Source: an optimization exercise on an open RTL-to-GDS flow (aim: small area, a short achievable clock period and few clock cycles per item). Production flows keep margins and buffers that such runs may drop.
Where RTL was checked, it was by simulation tests only, not by an equivalence proof against the original.

==> run E <==
## accel_dynamic_magnitude
module accel_dynamic_magnitude
(
    input  logic        clk,
    input  logic        rst_n,
    input  logic        s_axis_tvalid,
    output logic        s_axis_tready,
    input  logic [47:0] s_axis_tdata,
    output logic        m_axis_tvalid,
    input  logic        m_axis_tready,
    output logic [23:0] m_axis_tdata,
    output logic        m_axis_tuser
);
Settings: LEC_CHECK=0, ABC_CLOCK_PERIOD_IN_PS=5500, CAP_MARGIN=20, CORE_MARGIN=2, CORE_UTILIZATION=40, PLACE_DENSITY=0.6, SLEW_MARGIN=20; clock period 12.0 ns.
run.sh (not shown) runs the stock make flow with config.mk's settings and CLKGATE_MAP_FILE= SYNTH_SCRIPT=/design/flow/synth_recipe.tcl, a recipe that flattens the netlist after the stock synthesis.
==> run D (differences from run E) <==
--- a/flow/design.v
+++ b/flow/design.v
@@ -97,29 +97,29 @@
                 if (cal_full && !(v1 && t1))
                 begin
                     dividing <= 1'b1;
                 end
             end
         end
     end
+    logic v0, t0;
+    assign v0 = in_accept;
+    assign t0 = !calibrated;
     logic [20:0] dfull0;
-    assign dfull0 = {s_axis_tdata[15] ^ 1'b1, s_axis_tdata[14:0], 4'b0000} - q_eff[0];
+    assign dfull0 = {{s_axis_tdata[15] ^ 1'b1, s_axis_tdata[14:0]}, 4'b0000} - q_eff[0];
     logic [16:0] dh0;
     assign dh0 = dfull0[20:4];
     logic [20:0] dfull1;
-    assign dfull1 = {s_axis_tdata[31] ^ 1'b1, s_axis_tdata[30:16], 4'b0000} - q_eff[1];
+    assign dfull1 = {{s_axis_tdata[31] ^ 1'b1, s_axis_tdata[30:16]}, 4'b0000} - q_eff[1];
     logic [16:0] dh1;
     assign dh1 = dfull1[20:4];
     logic [20:0] dfull2;
-    assign dfull2 = {s_axis_tdata[47] ^ 1'b1, s_axis_tdata[46:32], 4'b0000} - q_eff[2];
+    assign dfull2 = {{s_axis_tdata[47] ^ 1'b1, s_axis_tdata[46:32]}, 4'b0000} - q_eff[2];
     logic [16:0] dh2;
     assign dh2 = dfull2[20:4];
-    logic v0, t0;
-    assign v0 = in_accept;
-    assign t0 = !calibrated;
     logic [3:0] dl0;
     assign dl0 = dl_reg[0];
     logic [3:0] dl1;
     assign dl1 = dl_reg[1];
     logic [3:0] dl2;
     assign dl2 = dl_reg[2];
     logic [16:0] p1_dh0;
ABC_CLOCK_PERIOD_IN_PS = not set   (was 5500)
CAP_MARGIN = 50   (was 20)
CORE_UTILIZATION = 60   (was 40)
PLACE_DENSITY = 0.7   (was 0.6)
SETUP_SLACK_MARGIN = 5   (was not set)
SLEW_MARGIN = 80   (was 20)
==> run K (differences from run E) <==
--- a/flow/design.v
+++ b/flow/design.v
@@ -97,29 +97,29 @@
                 if (cal_full && !(v1 && t1))
                 begin
                     dividing <= 1'b1;
                 end
             end
         end
     end
+    logic v0, t0;
+    assign v0 = in_accept;
+    assign t0 = !calibrated;
     logic [20:0] dfull0;
-    assign dfull0 = {s_axis_tdata[15] ^ 1'b1, s_axis_tdata[14:0], 4'b0000} - q_eff[0];
+    assign dfull0 = {{s_axis_tdata[15] ^ 1'b1, s_axis_tdata[14:0]}, 4'b0000} - q_eff[0];
     logic [16:0] dh0;
     assign dh0 = dfull0[20:4];
     logic [20:0] dfull1;
-    assign dfull1 = {s_axis_tdata[31] ^ 1'b1, s_axis_tdata[30:16], 4'b0000} - q_eff[1];
+    assign dfull1 = {{s_axis_tdata[31] ^ 1'b1, s_axis_tdata[30:16]}, 4'b0000} - q_eff[1];
     logic [16:0] dh1;
     assign dh1 = dfull1[20:4];
     logic [20:0] dfull2;
-    assign dfull2 = {s_axis_tdata[47] ^ 1'b1, s_axis_tdata[46:32], 4'b0000} - q_eff[2];
+    assign dfull2 = {{s_axis_tdata[47] ^ 1'b1, s_axis_tdata[46:32]}, 4'b0000} - q_eff[2];
     logic [16:0] dh2;
     assign dh2 = dfull2[20:4];
-    logic v0, t0;
-    assign v0 = in_accept;
-    assign t0 = !calibrated;
     logic [3:0] dl0;
     assign dl0 = dl_reg[0];
     logic [3:0] dl1;
     assign dl1 = dl_reg[1];
     logic [3:0] dl2;
     assign dl2 = dl_reg[2];
     logic [16:0] p1_dh0;
==> flow/flow/run.sh (new file) <==
#!/bin/bash
set -e
export SETUP_SLACK_MARGIN=${SETUP_SLACK_MARGIN_OVERRIDE:-7.5}
bash standard.sh > standard.log 2>&1
==> flow/standard.sh (new file) <==
#!/bin/bash
# synth_recipe.tcl (not shown) runs the flow's synth.tcl, then flattens the netlist and writes it again
# the make line also repeats each setting of config.mk as NAME=value (left out here)
make -C /OpenROAD-flow-scripts/flow DESIGN_CONFIG=/design/flow/config.mk WORK_HOME=/design/flow/orfs CLKGATE_MAP_FILE= SYNTH_SCRIPT=/design/flow/synth_recipe.tcl "${@:-finish}"
ABC_AREA = 1   (was not set)
ABC_CLOCK_PERIOD_IN_PS = not set   (was 5500)
removed: flow/run.sh
==> impl_metrics.yaml <==
outcome:
  status: "complete, no violations"
sta:
  period_needed_ns: 5.01
logic_synthesis:
  synth_area_um2: 63000
  yosys.area_share.simple: 0.174
finish:
  nNonClkInverters: 1523
  diodes: 1
floorplanning:
  initial_core_util: 0.403
Source of the figures above: run K

==> impl_metrics.yaml <==
floorplanning:
  initial_core_util: 0.605
outcome:
  status: "complete, no violations"
finish:
  diodes: 1
  nNonClkInverters: 849
logic_synthesis:
  synth_area_um2: 60600
sta:
  max_freq_mhz: 161
  period_needed_ns: 6.21
Source of the figures above: run D

==> impl_metrics.yaml <==
outcome:
  status: "complete, no violations"
logic_synthesis:
  synth_area_um2: 60600
floorplanning:
  initial_core_util: 0.404
finish:
  nNonClkInverters: 849
Source of the figures above: run E

Testbench counts of run E, summed over its fixed seeds: cycles 3,296, items 3,200.
The RTL of run D and run K was laid out without a check of its function.


==> run Z: inputs <==
Another version of the RTL of accel_dynamic_magnitude (not shown whole).
==> flow/config.mk <==
export PLATFORM = sky130hd
export DESIGN_NAME = accel_dynamic_magnitude
export DESIGN_NICKNAME = accel_dynamic_magnitude
export VERILOG_FILES = /design/flow/design.v
export SDC_FILE = /design/flow/constraint.sdc
export NUM_CORES = 4
export LEC_CHECK = 0
export ABC_AREA = 1
export CAP_MARGIN = 20
export CORE_MARGIN = 2
export CORE_UTILIZATION = 50
export PLACE_DENSITY = 0.65
export SLEW_MARGIN = 20
export TNS_END_PERCENT = 5
==> flow/constraint.sdc <==
create_clock -name core_clock -period 12.0 [get_ports {clk}]
set_input_delay 2.4000 -clock core_clock [delete_from_list [all_inputs] [get_ports {clk}]]
set_output_delay 2.4000 -clock core_clock [all_outputs]
set_load 0.01 [all_outputs]
standard.sh (not shown) runs the stock make flow with config.mk's settings and CLKGATE_MAP_FILE= SYNTH_SCRIPT=/design/flow/synth_recipe.tcl, a recipe that flattens the netlist after the stock synthesis.
==> flow/flow/run.sh <==
#!/bin/bash
set -e
export SETUP_SLACK_MARGIN=8.2
export BUFFER_PORTS_ARGS="-buffer_cell sky130_fd_sc_hd__buf_2"
bash standard.sh > standard.log 2>&1
==> run F: changes against run Z <==
--- a/flow/design.v
+++ b/flow/design.v
@@ -150,33 +150,21 @@
     logic [3:0] dl0;
     assign dl0 = dl_reg[0];
     logic [3:0] dl1;
     assign dl1 = dl_reg[1];
     logic [3:0] dl2;
     assign dl2 = dl_reg[2];
-    logic [16:0] dhn0;
-    assign dhn0 = ~dh0;
-    logic [16:0] dhn1;
-    assign dhn1 = ~dh1;
-    logic [16:0] dhn2;
-    assign dhn2 = ~dh2;
-    logic [16:0] p1_dhn0;
-    always_ff @(posedge clk) if (adv) p1_dhn0 <= dhn0;
-    logic [16:0] p1_dhn1;
-    always_ff @(posedge clk) if (adv) p1_dhn1 <= dhn1;
-    logic [16:0] p1_dhn2;
-    always_ff @(posedge clk) if (adv) p1_dhn2 <= dhn2;
-    logic v1, t1;
-    always_ff @(posedge clk or negedge rst_n) if (!rst_n) v1 <= 1'b0; else if (adv) v1 <= v0;
-    always_ff @(posedge clk) if (adv) t1 <= t0;
     logic [16:0] p1_dh0;
-    assign p1_dh0 = ~p1_dhn0;
+    always_ff @(posedge clk) if (adv) p1_dh0 <= dh0;
     logic [16:0] p1_dh1;
-    assign p1_dh1 = ~p1_dhn1;
+    always_ff @(posedge clk) if (adv) p1_dh1 <= dh1;
     logic [16:0] p1_dh2;
-    assign p1_dh2 = ~p1_dhn2;
+    always_ff @(posedge clk) if (adv) p1_dh2 <= dh2;
+    logic v1, t1;
+    always_ff @(posedge clk or negedge rst_n) if (!rst_n) v1 <= 1'b0; else if (adv) v1 <= v0;
+    always_ff @(posedge clk) if (adv) t1 <= t0;
     logic pp1; assign pp1 = dl0[0];
     logic pp2; assign pp2 = dl1[0];
     logic pp3; assign pp3 = dl2[0];
     logic pp4; assign pp4 = dl0[1];
     logic pp5; assign pp5 = (dl0[0] & dl0[1]);
     logic pp6; assign pp6 = dl1[1];
@@ -1673,234 +1661,234 @@
     logic [41:0] ssum; assign ssum = cpa_a + cpa_b;
     logic [2:0] rs0; logic [3:0] tt0;
     assign rs0 = {1'b0, ssum[41:40]};
     assign tt0 = {1'b0, rs0} - 4'd1;
     logic [1:0] rem0; logic [0:0] root0;
     assign rem0 = tt0[3] ? rs0[1:0] : tt0[1:0];
-    assign root0 = tt0[3];
+    assign root0 = ~tt0[3];
     logic [3:0] rs1; logic [4:0] tt1;
     assign rs1 = {rem0, ssum[39:38]};
-    assign tt1 = {1'b0, rs1} + {2'b11, root0, 2'b10} + 5'd1;
+    assign tt1 = {1'b0, rs1} - {2'b00, root0, 2'b01};
     logic [2:0] rem1; logic [1:0] root1;
     assign rem1 = tt1[4] ? rs1[2:0] : tt1[2:0];
-    assign root1 = {root0, tt1[4]};
+    assign root1 = {root0, ~tt1[4]};
     logic [37:0] sr1; assign sr1 = ssum[37:0];
     logic [2:0] p3_rem1;
     always_ff @(posedge clk) if (adv) p3_rem1 <= rem1;
     logic [1:0] p3_root1;
     always_ff @(posedge clk) if (adv) p3_root1 <= root1;
     logic [37:0] p3_sr1;
     always_ff @(posedge clk) if (adv) p3_sr1 <= sr1;
     logic v3, t3;
     always_ff @(posedge clk or negedge rst_n) if (!rst_n) v3 <= 1'b0; else if (adv) v3 <= v2;
     always_ff @(posedge clk) if (adv) t3 <= t2;
     logic [4:0] rs2; logic [5:0] tt2;
     assign rs2 = {p3_rem1, p3_sr1[37:36]};
-    assign tt2 = {1'b0, rs2} + {2'b11, p3_root1, 2'b10} + 6'd1;
+    assign tt2 = {1'b0, rs2} - {2'b00, p3_root1, 2'b01};
     logic [3:0] rem2; logic [2:0] root2;
     assign rem2 = tt2[5] ? rs2[3:0] : tt2[3:0];
-    assign root2 = {p3_root1, tt2[5]};
+    assign root2 = {p3_root1, ~tt2[5]};
     logic [5:0] rs3; logic [6:0] tt3;
     assign rs3 = {rem2, p3_sr1[35:34]};
-    assign tt3 = {1'b0, rs3} + {2'b11, root2, 2'b10} + 7'd1;
+    assign tt3 = {1'b0, rs3} - {2'b00, root2, 2'b01};
     logic [4:0] rem3; logic [3:0] root3;
     assign rem3 = tt3[6] ? rs3[4:0] : tt3[4:0];
-    assign root3 = {root2, tt3[6]};
+    assign root3 = {root2, ~tt3[6]};
     logic [6:0] rs4; logic [7:0] tt4;
     assign rs4 = {rem3, p3_sr1[33:32]};
-    assign tt4 = {1'b0, rs4} + {2'b11, root3, 2'b10} + 8'd1;
+    assign tt4 = {1'b0, rs4} - {2'b00, root3, 2'b01};
     logic [5:0] rem4; logic [4:0] root4;
     assign rem4 = tt4[7] ? rs4[5:0] : tt4[5:0];
-    assign root4 = {root3, tt4[7]};
+    assign root4 = {root3, ~tt4[7]};
     logic [31:0] sr4; assign sr4 = p3_sr1[31:0];
     logic [5:0] p4_rem4;
     always_ff @(posedge clk) if (adv) p4_rem4 <= rem4;
     logic [4:0] p4_root4;
     always_ff @(posedge clk) if (adv) p4_root4 <= root4;
     logic [31:0] p4_sr4;
     always_ff @(posedge clk) if (adv) p4_sr4 <= sr4;
     logic v4, t4;
     always_ff @(posedge clk or negedge rst_n) if (!rst_n) v4 <= 1'b0; else if (adv) v4 <= v3;
     always_ff @(posedge clk) if (adv) t4 <= t3;
     logic [7:0] rs5; logic [8:0] tt5;
     assign rs5 = {p4_rem4, p4_sr4[31:30]};
-    assign tt5 = {1'b0, rs5} + {2'b11, p4_root4, 2'b10} + 9'd1;
+    assign tt5 = {1'b0, rs5} - {2'b00, p4_root4, 2'b01};
     logic [6:0] rem5; logic [5:0] root5;
     assign rem5 = tt5[8] ? rs5[6:0] : tt5[6:0];
-    assign root5 = {p4_root4, tt5[8]};
+    assign root5 = {p4_root4, ~tt5[8]};
     logic [8:0] rs6; logic [9:0] tt6;
     assign rs6 = {rem5, p4_sr4[29:28]};
-    assign tt6 = {1'b0, rs6} + {2'b11, root5, 2'b10} + 10'd1;
+    assign tt6 = {1'b0, rs6} - {2'b00, root5, 2'b01};
     logic [7:0] rem6; logic [6:0] root6;
     assign rem6 = tt6[9] ? rs6[7:0] : tt6[7:0];
-    assign root6 = {root5, tt6[9]};
+    assign root6 = {root5, ~tt6[9]};
     logic [27:0] sr6; assign sr6 = p4_sr4[27:0];
     logic [7:0] p5_rem6;
     always_ff @(posedge clk) if (adv) p5_rem6 <= rem6;
     logic [6:0] p5_root6;
     always_ff @(posedge clk) if (adv) p5_root6 <= root6;
     logic [27:0] p5_sr6;
     always_ff @(posedge clk) if (adv) p5_sr6 <= sr6;
     logic v5, t5;
     always_ff @(posedge clk or negedge rst_n) if (!rst_n) v5 <= 1'b0; else if (adv) v5 <= v4;
     always_ff @(posedge clk) if (adv) t5 <= t4;
     logic [9:0] rs7; logic [10:0] tt7;
     assign rs7 = {p5_rem6, p5_sr6[27:26]};
-    assign tt7 = {1'b0, rs7} + {2'b11, p5_root6, 2'b10} + 11'd1;
+    assign tt7 = {1'b0, rs7} - {2'b00, p5_root6, 2'b01};
     logic [8:0] rem7; logic [7:0] root7;
     assign rem7 = tt7[10] ? rs7[8:0] : tt7[8:0];
-    assign root7 = {p5_root6, tt7[10]};
+    assign root7 = {p5_root6, ~tt7[10]};
     logic [10:0] rs8; logic [11:0] tt8;
     assign rs8 = {rem7, p5_sr6[25:24]};
-    assign tt8 = {1'b0, rs8} + {2'b11, root7, 2'b10} + 12'd1;
+    assign tt8 = {1'b0, rs8} - {2'b00, root7, 2'b01};
     logic [9:0] rem8; logic [8:0] root8;
     assign rem8 = tt8[11] ? rs8[9:0] : tt8[9:0];
-    assign root8 = {root7, tt8[11]};
+    assign root8 = {root7, ~tt8[11]};
     logic [23:0] sr8; assign sr8 = p5_sr6[23:0];
     logic [9:0] p6_rem8;
     always_ff @(posedge clk) if (adv) p6_rem8 <= rem8;
     logic [8:0] p6_root8;
     always_ff @(posedge clk) if (adv) p6_root8 <= root8;
     logic [23:0] p6_sr8;
     always_ff @(posedge clk) if (adv) p6_sr8 <= sr8;
     logic v6, t6;
     always_ff @(posedge clk or negedge rst_n) if (!rst_n) v6 <= 1'b0; else if (adv) v6 <= v5;
     always_ff @(posedge clk) if (adv) t6 <= t5;
     logic [11:0] rs9; logic [12:0] tt9;
     assign rs9 = {p6_rem8, p6_sr8[23:22]};
-    assign tt9 = {1'b0, rs9} + {2'b11, p6_root8, 2'b10} + 13'd1;
+    assign tt9 = {1'b0, rs9} - {2'b00, p6_root8, 2'b01};
     logic [10:0] rem9; logic [9:0] root9;
     assign rem9 = tt9[12] ? rs9[10:0] : tt9[10:0];
-    assign root9 = {p6_root8, tt9[12]};
+    assign root9 = {p6_root8, ~tt9[12]};
     logic [12:0] rs10; logic [13:0] tt10;
     assign rs10 = {rem9, p6_sr8[21:20]};
-    assign tt10 = {1'b0, rs10} + {2'b11, root9, 2'b10} + 14'd1;
+    assign tt10 = {1'b0, rs10} - {2'b00, root9, 2'b01};
     logic [11:0] rem10; logic [10:0] root10;
     assign rem10 = tt10[13] ? rs10[11:0] : tt10[11:0];
-    assign root10 = {root9, tt10[13]};
+    assign root10 = {root9, ~tt10[13]};
     logic [19:0] sr10; assign sr10 = p6_sr8[19:0];
     logic [11:0] p7_rem10;
     always_ff @(posedge clk) if (adv) p7_rem10 <= rem10;
     logic [10:0] p7_root10;
     always_ff @(posedge clk) if (adv) p7_root10 <= root10;
     logic [19:0] p7_sr10;
     always_ff @(posedge clk) if (adv) p7_sr10 <= sr10;
     logic v7, t7;
     always_ff @(posedge clk or negedge rst_n) if (!rst_n) v7 <= 1'b0; else if (adv) v7 <= v6;
     always_ff @(posedge clk) if (adv) t7 <= t6;
     logic [13:0] rs11; logic [14:0] tt11;
     assign rs11 = {p7_rem10, p7_sr10[19:18]};
-    assign tt11 = {1'b0, rs11} + {2'b11, p7_root10, 2'b10} + 15'd1;
+    assign tt11 = {1'b0, rs11} - {2'b00, p7_root10, 2'b01};
     logic [12:0] rem11; logic [11:0] root11;
     assign rem11 = tt11[14] ? rs11[12:0] : tt11[12:0];
-    assign root11 = {p7_root10, tt11[14]};
+    assign root11 = {p7_root10, ~tt11[14]};
     logic [14:0] rs12; logic [15:0] tt12;
     assign rs12 = {rem11, p7_sr10[17:16]};
-    assign tt12 = {1'b0, rs12} + {2'b11, root11, 2'b10} + 16'd1;
+    assign tt12 = {1'b0, rs12} - {2'b00, root11, 2'b01};
     logic [13:0] rem12; logic [12:0] root12;
     assign rem12 = tt12[15] ? rs12[13:0] : tt12[13:0];
-    assign root12 = {root11, tt12[15]};
+    assign root12 = {root11, ~tt12[15]};
     logic [15:0] sr12; assign sr12 = p7_sr10[15:0];
     logic [13:0] p8_rem12;
     always_ff @(posedge clk) if (adv) p8_rem12 <= rem12;
     logic [12:0] p8_root12;
     always_ff @(posedge clk) if (adv) p8_root12 <= root12;
     logic [15:0] p8_sr12;
     always_ff @(posedge clk) if (adv) p8_sr12 <= sr12;
     logic v8, t8;
     always_ff @(posedge clk or negedge rst_n) if (!rst_n) v8 <= 1'b0; else if (adv) v8 <= v7;
     always_ff @(posedge clk) if (adv) t8 <= t7;
     logic [15:0] rs13; logic [16:0] tt13;
     assign rs13 = {p8_rem12, p8_sr12[15:14]};
-    assign tt13 = {1'b0, rs13} + {2'b11, p8_root12, 2'b10} + 17'd1;
+    assign tt13 = {1'b0, rs13} - {2'b00, p8_root12, 2'b01};
     logic [14:0] rem13; logic [13:0] root13;
     assign rem13 = tt13[16] ? rs13[14:0] : tt13[14:0];
-    assign root13 = {p8_root12, tt13[16]};
+    assign root13 = {p8_root12, ~tt13[16]};
     logic [16:0] rs14; logic [17:0] tt14;
     assign rs14 = {rem13, p8_sr12[13:12]};
-    assign tt14 = {1'b0, rs14} + {2'b11, root13, 2'b10} + 18'd1;
+    assign tt14 = {1'b0, rs14} - {2'b00, root13, 2'b01};
     logic [15:0] rem14; logic [14:0] root14;
     assign rem14 = tt14[17] ? rs14[15:0] : tt14[15:0];
-    assign root14 = {root13, tt14[17]};
+    assign root14 = {root13, ~tt14[17]};
     logic [11:0] sr14; assign sr14 = p8_sr12[11:0];
     logic [15:0] p9_rem14;
     always_ff @(posedge clk) if (adv) p9_rem14 <= rem14;
     logic [14:0] p9_root14;
     always_ff @(posedge clk) if (adv) p9_root14 <= root14;
     logic [11:0] p9_sr14;
     always_ff @(posedge clk) if (adv) p9_sr14 <= sr14;
     logic v9, t9;
     always_ff @(posedge clk or negedge rst_n) if (!rst_n) v9 <= 1'b0; else if (adv) v9 <= v8;
     always_ff @(posedge clk) if (adv) t9 <= t8;
     logic [17:0] rs15; logic [18:0] tt15;
     assign rs15 = {p9_rem14, p9_sr14[11:10]};
-    assign tt15 = {1'b0, rs15} + {2'b11, p9_root14, 2'b10} + 19'd1;
+    assign tt15 = {1'b0, rs15} - {2'b00, p9_root14, 2'b01};
     logic [16:0] rem15; logic [15:0] root15;
     assign rem15 = tt15[18] ? rs15[16:0] : tt15[16:0];
-    assign root15 = {p9_root14, tt15[18]};
+    assign root15 = {p9_root14, ~tt15[18]};
     logic [18:0] rs16; logic [19:0] tt16;
     assign rs16 = {rem15, p9_sr14[9:8]};
-    assign tt16 = {1'b0, rs16} + {2'b11, root15, 2'b10} + 20'd1;
+    assign tt16 = {1'b0, rs16} - {2'b00, root15, 2'b01};
     logic [17:0] rem16; logic [16:0] root16;
     assign rem16 = tt16[19] ? rs16[17:0] : tt16[17:0];
-    assign root16 = {root15, tt16[19]};
+    assign root16 = {root15, ~tt16[19]};
     logic [7:0] sr16; assign sr16 = p9_sr14[7:0];
     logic [17:0] p10_rem16;
     always_ff @(posedge clk) if (adv) p10_rem16 <= rem16;
     logic [16:0] p10_root16;
     always_ff @(posedge clk) if (adv) p10_root16 <= root16;
     logic [7:0] p10_sr16;
     always_ff @(posedge clk) if (adv) p10_sr16 <= sr16;
     logic v10, t10;
     always_ff @(posedge clk or negedge rst_n) if (!rst_n) v10 <= 1'b0; else if (adv) v10 <= v9;
     always_ff @(posedge clk) if (adv) t10 <= t9;
     logic [19:0] rs17; logic [20:0] tt17;
     assign rs17 = {p10_rem16, p10_sr16[7:6]};
-    assign tt17 = {1'b0, rs17} + {2'b11, p10_root16, 2'b10} + 21'd1;
+    assign tt17 = {1'b0, rs17} - {2'b00, p10_root16, 2'b01};
     logic [18:0] rem17; logic [17:0] root17;
     assign rem17 = tt17[20] ? rs17[18:0] : tt17[18:0];
-    assign root17 = {p10_root16, tt17[20]};
+    assign root17 = {p10_root16, ~tt17[20]};
     logic [20:0] rs18; logic [21:0] tt18;
     assign rs18 = {rem17, p10_sr16[5:4]};
-    assign tt18 = {1'b0, rs18} + {2'b11, root17, 2'b10} + 22'd1;
+    assign tt18 = {1'b0, rs18} - {2'b00, root17, 2'b01};
     logic [19:0] rem18; logic [18:0] root18;
     assign rem18 = tt18[21] ? rs18[19:0] : tt18[19:0];
-    assign root18 = {root17, tt18[21]};
+    assign root18 = {root17, ~tt18[21]};
     logic [3:0] sr18; assign sr18 = p10_sr16[3:0];
     logic [19:0] p11_rem18;
     always_ff @(posedge clk) if (adv) p11_rem18 <= rem18;
     logic [18:0] p11_root18;
     always_ff @(posedge clk) if (adv) p11_root18 <= root18;
     logic [3:0] p11_sr18;
     always_ff @(posedge clk) if (adv) p11_sr18 <= sr18;
     logic v11, t11;
     always_ff @(posedge clk or negedge rst_n) if (!rst_n) v11 <= 1'b0; else if (adv) v11 <= v10;
     always_ff @(posedge clk) if (adv) t11 <= t10;
     logic [21:0] rs19; logic [22:0] tt19;
     assign rs19 = {p11_rem18, p11_sr18[3:2]};
-    assign tt19 = {1'b0, rs19} + {2'b11, p11_root18, 2'b10} + 23'd1;
+    assign tt19 = {1'b0, rs19} - {2'b00, p11_root18, 2'b01};
     logic [20:0] rem19; logic [19:0] root19;
     assign rem19 = tt19[22] ? rs19[20:0] : tt19[20:0];
-    assign root19 = {p11_root18, tt19[22]};
+    assign root19 = {p11_root18, ~tt19[22]};
     logic [1:0] sr19; assign sr19 = p11_sr18[1:0];
     logic [20:0] p12_rem19;
     always_ff @(posedge clk) if (adv) p12_rem19 <= rem19;
     logic [19:0] p12_root19;
     always_ff @(posedge clk) if (adv) p12_root19 <= root19;
     logic [1:0] p12_sr19;
     always_ff @(posedge clk) if (adv) p12_sr19 <= sr19;
     logic v12, t12;
     always_ff @(posedge clk or negedge rst_n) if (!rst_n) v12 <= 1'b0; else if (adv) v12 <= v11;
     always_ff @(posedge clk) if (adv) t12 <= t11;
     logic [22:0] rs20; logic [23:0] tt20;
     assign rs20 = {p12_rem19, p12_sr19[1:0]};
-    assign tt20 = {1'b0, rs20} + {2'b11, p12_root19, 2'b10} + 24'd1;
+    assign tt20 = {1'b0, rs20} - {2'b00, p12_root19, 2'b01};
     logic [21:0] rem20; logic [20:0] root20;
     assign rem20 = tt20[23] ? rs20[21:0] : tt20[21:0];
-    assign root20 = {p12_root19, tt20[23]};
-    assign res_root = ~root20;
+    assign root20 = {p12_root19, ~tt20[23]};
+    assign res_root = root20;
     assign res_valid = v12;
     assign res_tag = t12;
     logic take;
     assign take = m_axis_tready || !out_v;
     always_ff @(posedge clk or negedge rst_n)
     begin
==> flow/flow/run.sh (replaced) <==
#!/bin/bash
set -e
export SETUP_SLACK_MARGIN=7.8
export BUFFER_PORTS_ARGS="-buffer_cell sky130_fd_sc_hd__buf_2"
bash standard.sh > standard.log 2>&1
--- a/flow/config.mk
+++ b/flow/config.mk
@@ -5,10 +5,10 @@
 export SDC_FILE = /design/flow/constraint.sdc
 export NUM_CORES = 4
 export LEC_CHECK = 0
 export ABC_AREA = 1
 export CAP_MARGIN = 20
 export CORE_MARGIN = 2
-export CORE_UTILIZATION = 50
-export PLACE_DENSITY = 0.65
+export CORE_UTILIZATION = 60
+export PLACE_DENSITY = 0.72
 export SLEW_MARGIN = 20
 export TNS_END_PERCENT = 5
==> results.txt <==
- In run Z the register-to-register slack is higher than in run F, by 0.05 ns.
- In run F the synthesized cell count is higher than in run Z, by 9.9%.
- Fmax: run Z is higher than run F (1.2%).
Testbench counts of run F, summed over its fixed seeds: cycles 3,304, items 3,200.
For run Z, only the layout was checked, not whether the RTL still works.

[what the ideal ports hide]
In the flow no input, the clock included, has a driving cell. The finished layouts below were timed again as built, in two steps.
Step 1 (the two cells are an assumption about what drives the block):
set clk [get_ports {clk}]
set_driving_cell -lib_cell sky130_fd_sc_hd__clkbuf_16 $clk
set_driving_cell -lib_cell sky130_fd_sc_hd__buf_2 [delete_from_list [all_inputs] $clk]
Step 2 also shifts input and output timing later by t, the mid clock arrival at the registers, as if the neighbouring blocks saw the same clock.
a / b / c = no drivers / after step 1 / after step 2; a / b = the first two.
run | t, ns | setup slack, ns | pins driven straight from the clock port
run E | 0.740 | 5.912 / 5.912 / 5.912 | 1
run D | 0.717 | 5.790 / 5.790 / 5.790 | 1
run K | 0.759 | 6.987 / 6.987 / 6.987 | 1
run Z | 0.773 | 7.736 / 7.736 / 7.109 | 1
run F | 0.754 | 7.685 / 7.685 / 7.281 | 1
After both steps setup and hold are still met in every run listed. The setup slack of run Z, which loses most, moves by 0.000 ns with the drivers and by -0.627 ns with both steps.
